Context: an optimization exercise on an open-source flow, tuned for small area, a short achievable clock period and few clock cycles per item. The choices shown serve that exercise and are no tape-out recipe.
Power is estimated from default activity; no workload was simulated.

JK:
==> flow/design.v <==
module mx_block_sequencer #(
  parameter int BLOCK_SIZE = 32,
  parameter int DATA_W     = 32,
  parameter int EXP_W      = 8
) (
  input  logic                          clk,
  input  logic                          rst,
  input  logic                          in_valid,
  output logic                          in_ready,
  input  logic [DATA_W-1:0]             in_data,
  input  logic                          flush,
  output logic                          out_valid,
  input  logic                          out_ready,
  output logic [DATA_W-1:0]             out_data,
  output logic [EXP_W-1:0]              out_scale,
  output logic                          out_last,
  output logic [$clog2(BLOCK_SIZE)-1:0] out_idx
);
  localparam int IDX_W = $clog2(BLOCK_SIZE);
  localparam int NS    = BLOCK_SIZE + 1;
  localparam int SW    = $clog2(NS);
  logic [NS-1:0][DATA_W-1:0] ring_q;
  logic [NS-1:0]             occ_q;
  logic [IDX_W-1:0] c_cnt_q, c_cnt_d;
  logic [EXP_W-1:0] c_max_q, c_max_d;
  logic [SW-1:0]    wdist_q, wdist_d;
  logic             p_vld_q, p_vld_d, p2_vld_q, p2_vld_d;
  logic [IDX_W-1:0] p_rem_q, p_rem_d;      
  logic [EXP_W-1:0] p_scale_q, p_scale_d, p2_scale_q, p2_scale_d;
  logic [IDX_W-1:0] rem_q, rem_d;          
  logic [SW-1:0]    rdist_q, rdist_d;
  logic              ov_q, olast_q;
  logic [DATA_W-1:0] od_q;
  logic [EXP_W-1:0]  os_q;
  logic [IDX_W-1:0]  oi_q, nb;
  logic              ir_q, ir_d;
  logic              wsel_q;               
  logic              nx_ok_q, nx_ok_d;     
  logic              nx_rd_q, nx_rd_d;     
  logic             acc, ftk, close, load, rd, start, last_rd;
  logic             ok_l, rd_l, ok_n, rd_n;
  logic [EXP_W-1:0] e_in, new_max;
  logic [IDX_W-1:0] rem_now;
  assign in_ready  = ir_q;
  assign out_valid = ov_q;
  assign out_data  = od_q;
  assign out_scale = os_q;
  assign out_last  = olast_q;
  assign out_idx   = oi_q;
  assign acc     = in_valid & ir_q;
  assign ftk     = flush & ir_q;
  assign e_in    = in_data[DATA_W-2 -: EXP_W];
  assign new_max = (acc && e_in > c_max_q) ? e_in : c_max_q;
  assign close   = (acc && c_cnt_q == IDX_W'(BLOCK_SIZE - 1)) || (ftk && (acc || c_cnt_q != '0));
  assign load    = nx_ok_q & (~ov_q | out_ready);
  assign rd      = load & nx_rd_q;
  assign start   = load & olast_q;
  assign nb      = oi_q + IDX_W'(1);
  assign rem_now = olast_q ? p_rem_q : rem_q - IDX_W'(1);
  assign last_rd = rd & (rem_now == '0);
  always_comb begin
    c_cnt_d = c_cnt_q;
    c_max_d = c_max_q;
    wdist_d = (wdist_q == '0) ? SW'(NS - 1) : wdist_q - SW'(1);
    if (close) begin
      c_cnt_d = '0;
      c_max_d = EXP_W'(1);
      wdist_d = {1'b0, ~c_cnt_q};
    end else if (acc) begin
      c_cnt_d = c_cnt_q + IDX_W'(1);
      c_max_d = new_max;
      wdist_d = '0;
    end
    p_vld_d    = p_vld_q;
    p_rem_d    = p_rem_q;
    p_scale_d  = p_scale_q;
    p2_vld_d   = p2_vld_q;
    p2_scale_d = p2_scale_q;
    if (start) begin
      if (p2_vld_q) begin
        p_rem_d   = '0;
        p_scale_d = p2_scale_q;
        p2_vld_d  = 1'b0;
      end else if (close) begin
        p_rem_d   = c_cnt_q + IDX_W'(acc) - IDX_W'(1);
        p_scale_d = new_max;
      end else begin
        p_vld_d = 1'b0;
      end
    end else if (close) begin
      if (p_vld_q) begin
        p2_vld_d   = 1'b1;
        p2_scale_d = new_max;
      end else begin
        p_vld_d   = 1'b1;
        p_rem_d   = c_cnt_q + IDX_W'(acc) - IDX_W'(1);
        p_scale_d = new_max;
      end
    end
    rem_d   = rem_q;
    rdist_d = (rdist_q == '0) ? SW'(NS - 1) : rdist_q - SW'(1);
    if (rd) begin
      rem_d   = rem_now;
      rdist_d = last_rd ? {1'b0, ~nb} : '0;
    end
    if (olast_q) begin
      ok_l = 1'b1;                             
      rd_l = p_rem_q != '0;
    end else if (nb == IDX_W'(BLOCK_SIZE - 1)) begin
      ok_l = p_vld_d & (nx_rd_q | (rdist_q == SW'(1)));
      rd_l = 1'b1;
    end else begin
      ok_l = 1'b1;                             
      rd_l = nx_rd_q & (rem_q != IDX_W'(1));
    end
    if (olast_q) begin
      ok_n = p_vld_d & (rdist_q == SW'(1));
      rd_n = 1'b1;
    end else begin
      ok_n = ~nx_rd_q | (rdist_q == SW'(1));
      rd_n = nx_rd_q;
    end
    nx_ok_d = load ? ok_l : ok_n;
    nx_rd_d = load ? rd_l : rd_n;
    ir_d = ~p2_vld_d & (close ? (c_cnt_q == IDX_W'(BLOCK_SIZE - 1)) : (acc | (wdist_q == SW'(1))))
         & (~occ_q[1] | rd);
  end
  always_ff @(posedge clk) begin
    for (int i = 0; i < NS - 1; i++)
      ring_q[i] <= ring_q[i+1];
    ring_q[NS-1] <= wsel_q ? in_data : ring_q[0];
    wsel_q       <= ir_d;
    od_q <= od_q ^ ({DATA_W{load}} & ((ring_q[1] & {DATA_W{nx_rd_q}}) ^ od_q));
    os_q <= os_q ^ ({EXP_W{start}} & (p_scale_q ^ os_q));
    c_max_q    <= c_max_d;
    p_rem_q    <= p_rem_d;
    p_scale_q  <= p_scale_d;
    p2_scale_q <= p2_scale_d;
    rem_q      <= rem_d;
    if (rst) begin
      occ_q    <= '0;
      c_cnt_q  <= '0;
      c_max_q  <= EXP_W'(1);
      wdist_q  <= SW'(1);
      p_vld_q  <= 1'b0;
      p2_vld_q <= 1'b0;
      rdist_q  <= '0;
      ov_q     <= 1'b0;
      oi_q     <= IDX_W'(BLOCK_SIZE - 1);
      olast_q  <= 1'b1;
      ir_q     <= 1'b0;
      nx_ok_q  <= 1'b0;
      nx_rd_q  <= 1'b1;
    end else begin
      occ_q    <= {occ_q[0] | acc, occ_q[NS-1:2], occ_q[1] & ~rd};
      c_cnt_q  <= c_cnt_d;
      wdist_q  <= wdist_d;
      p_vld_q  <= p_vld_d;
      p2_vld_q <= p2_vld_d;
      rdist_q  <= rdist_d;
      ov_q     <= load | (ov_q & ~out_ready);
      oi_q     <= oi_q ^ ({IDX_W{load}} & (nb ^ oi_q));
      olast_q  <= olast_q ^ (load & ((nb == IDX_W'(BLOCK_SIZE - 1)) ^ olast_q));
      ir_q     <= ir_d;
      nx_ok_q  <= nx_ok_d;
      nx_rd_q  <= nx_rd_d;
    end
  end
endmodule
Settings: LEC_CHECK=0, CAP_MARGIN=20, CORE_MARGIN=2, CORE_UTILIZATION=30, PLACE_DENSITY=0.5, SETUP_SLACK_MARGIN=3.0, SLEW_MARGIN=20; clock period 5.0 ns.
run.sh (not shown) runs the stock make flow with config.mk's settings and CLKGATE_MAP_FILE= SYNTH_SCRIPT=/design/flow/synth_recipe.tcl, a recipe that flattens the netlist after the stock synthesis.
JK finished every step from synthesis to the final layout, and the layout passed the timing, design-rule and antenna checks.
For MS, these inputs were changed with respect to JK:
diff --git a/flow/design.v b/flow/design.v
--- a/flow/design.v
+++ b/flow/design.v
@@ -21,26 +21,27 @@
   localparam int SW    = $clog2(NS);
   logic [NS-1:0][DATA_W-1:0] ring_q;
   logic [NS-1:0]             occ_q;
   logic [IDX_W-1:0] c_cnt_q, c_cnt_d;
-  logic [EXP_W-1:0] c_max_q, c_max_d;
+  logic [EXP_W-1:0] c_max_q, c_max_d;      
+  logic [EXP_W-1:0] ex_q;                  
   logic [SW-1:0]    wdist_q, wdist_d;
   logic             p_vld_q, p_vld_d, p2_vld_q, p2_vld_d;
   logic [IDX_W-1:0] p_rem_q, p_rem_d;      
-  logic [EXP_W-1:0] p_scale_q, p_scale_d, p2_scale_q, p2_scale_d;
+  logic [EXP_W-1:0] p_maxa_q, p_maxa_d, p_ex_q, p_ex_d, p2_scale_q, p2_scale_d;
   logic [IDX_W-1:0] rem_q, rem_d;          
   logic [SW-1:0]    rdist_q, rdist_d;
   logic              ov_q, olast_q;
   logic [DATA_W-1:0] od_q;
-  logic [EXP_W-1:0]  os_q;
-  logic [IDX_W-1:0]  oi_q, nb;
+  logic [EXP_W-1:0]  os_q, e_scale_q;
+  logic [IDX_W-1:0]  oi_q, oi_d, nb;
   logic              ir_q, ir_d;
   logic              wsel_q;               
   logic              nx_ok_q, nx_ok_d;     
   logic              nx_rd_q, nx_rd_d;     
   logic             acc, ftk, close, load, rd, start, last_rd;
   logic             ok_l, rd_l, ok_n, rd_n;
-  logic [EXP_W-1:0] e_in, new_max;
+  logic [EXP_W-1:0] e_in, m1, p_max;
   logic [IDX_W-1:0] rem_now;
   assign in_ready  = ir_q;
   assign out_valid = ov_q;
   assign out_data  = od_q;
@@ -49,53 +50,58 @@
   assign out_idx   = oi_q;
   assign acc     = in_valid & ir_q;
   assign ftk     = flush & ir_q;
   assign e_in    = in_data[DATA_W-2 -: EXP_W];
-  assign new_max = (acc && e_in > c_max_q) ? e_in : c_max_q;
+  assign m1      = (ex_q > c_max_q) ? ex_q : c_max_q;
+  assign p_max   = (p_ex_q > p_maxa_q) ? p_ex_q : p_maxa_q;
   assign close   = (acc && c_cnt_q == IDX_W'(BLOCK_SIZE - 1)) || (ftk && (acc || c_cnt_q != '0));
   assign load    = nx_ok_q & (~ov_q | out_ready);
   assign rd      = load & nx_rd_q;
   assign start   = load & olast_q;
   assign nb      = oi_q + IDX_W'(1);
+  assign oi_d    = (oi_q & ~{IDX_W{load}}) | (nb & {IDX_W{load}});
   assign rem_now = olast_q ? p_rem_q : rem_q - IDX_W'(1);
   assign last_rd = rd & (rem_now == '0);
   always_comb begin
     c_cnt_d = c_cnt_q;
-    c_max_d = c_max_q;
+    c_max_d = m1;
     wdist_d = (wdist_q == '0) ? SW'(NS - 1) : wdist_q - SW'(1);
     if (close) begin
       c_cnt_d = '0;
       c_max_d = EXP_W'(1);
       wdist_d = {1'b0, ~c_cnt_q};
     end else if (acc) begin
       c_cnt_d = c_cnt_q + IDX_W'(1);
-      c_max_d = new_max;
       wdist_d = '0;
     end
     p_vld_d    = p_vld_q;
     p_rem_d    = p_rem_q;
-    p_scale_d  = p_scale_q;
+    p_maxa_d   = p_maxa_q;
+    p_ex_d     = p_ex_q;
     p2_vld_d   = p2_vld_q;
     p2_scale_d = p2_scale_q;
     if (start) begin
       if (p2_vld_q) begin
         p_rem_d   = '0;
-        p_scale_d = p2_scale_q;
+        p_maxa_d  = EXP_W'(1);
+        p_ex_d    = p2_scale_q;
         p2_vld_d  = 1'b0;
       end else if (close) begin
         p_rem_d   = c_cnt_q + IDX_W'(acc) - IDX_W'(1);
-        p_scale_d = new_max;
+        p_maxa_d  = m1;
+        p_ex_d    = e_in & {EXP_W{acc}};
       end else begin
         p_vld_d = 1'b0;
       end
     end else if (close) begin
       if (p_vld_q) begin
         p2_vld_d   = 1'b1;
-        p2_scale_d = new_max;
+        p2_scale_d = acc ? e_in : m1;        
       end else begin
         p_vld_d   = 1'b1;
         p_rem_d   = c_cnt_q + IDX_W'(acc) - IDX_W'(1);
-        p_scale_d = new_max;
+        p_maxa_d  = m1;
+        p_ex_d    = e_in & {EXP_W{acc}};
       end
     end
     rem_d   = rem_q;
     rdist_d = (rdist_q == '0) ? SW'(NS - 1) : rdist_q - SW'(1);
@@ -129,13 +135,16 @@
     for (int i = 0; i < NS - 1; i++)
       ring_q[i] <= ring_q[i+1];
     ring_q[NS-1] <= wsel_q ? in_data : ring_q[0];
     wsel_q       <= ir_d;
-    od_q <= od_q ^ ({DATA_W{load}} & ((ring_q[1] & {DATA_W{nx_rd_q}}) ^ od_q));
-    os_q <= os_q ^ ({EXP_W{start}} & (p_scale_q ^ os_q));
+    od_q <= (od_q & ~{DATA_W{load}}) | (ring_q[1] & {DATA_W{nx_rd_q & load}});
+    e_scale_q <= start ? p_max : e_scale_q;
+    os_q      <= rst ? '0 : start ? p_max : e_scale_q;
     c_max_q    <= c_max_d;
     p_rem_q    <= p_rem_d;
-    p_scale_q  <= p_scale_d;
+    p_maxa_q   <= p_maxa_d;
+    p_ex_q     <= p_ex_d;
+    ex_q       <= e_in & {EXP_W{acc & ~close}};
     p2_scale_q <= p2_scale_d;
     rem_q      <= rem_d;
     if (rst) begin
       occ_q    <= '0;
@@ -158,10 +167,10 @@
       p_vld_q  <= p_vld_d;
       p2_vld_q <= p2_vld_d;
       rdist_q  <= rdist_d;
       ov_q     <= load | (ov_q & ~out_ready);
-      oi_q     <= oi_q ^ ({IDX_W{load}} & (nb ^ oi_q));
-      olast_q  <= olast_q ^ (load & ((nb == IDX_W'(BLOCK_SIZE - 1)) ^ olast_q));
+      oi_q     <= oi_d;
+      olast_q  <= oi_d == IDX_W'(BLOCK_SIZE - 1);
       ir_q     <= ir_d;
       nx_ok_q  <= nx_ok_d;
       nx_rd_q  <= nx_rd_d;
     end
[summary]
- Of the two candidates, JK has the better overall power after layout and MS the worse one.
- Between MS and JK, the via count of the routed design is higher for MS.
- Post-layout net count for MS: about 12% up relative to JK
- The lower number of instances in the synthesized netlist of MS and JK is in JK.
- Across both runs, synthesized cell area was higher for MS than for JK.
- Minimum period implied by the final worst setup slack, MS and JK, lower one = MS.
No run of this note included a check of the RTL's function; only the layout flow was run.

static timing again, ports no longer ideal:
The results above use ideal ports. As a check the final layouts listed here were re-extracted and re-timed, cells and wires unchanged.
Step 1 (the two cells are an assumption about what drives the block):
set clk [get_ports {clk}]
set_driving_cell -lib_cell sky130_fd_sc_hd__clkbuf_16 $clk
set_driving_cell -lib_cell sky130_fd_sc_hd__buf_2 [delete_from_list [all_inputs] $clk]
Step 2 also shifts input and output timing later by t, the mid clock arrival at the registers, as if the neighbouring blocks saw the same clock.
Three values: ideal ports, drivers, drivers and shift; two values: the first two.
| run | shift t [ns] | slack for setup (ns) | worst register clock-pin slew, ns |
|---|---|---|---|
| JK | 0.710 | 2.668 / 2.612 / 2.203 | 0.06 / 0.06 |
| MS | 0.710 | 2.848 / 2.789 / 2.284 | 0.06 / 0.06 |
After both steps every run listed still meets setup and hold. For MS, which loses most, drivers alone change the setup slack by -0.059 ns; drivers and shift together by -0.564 ns.
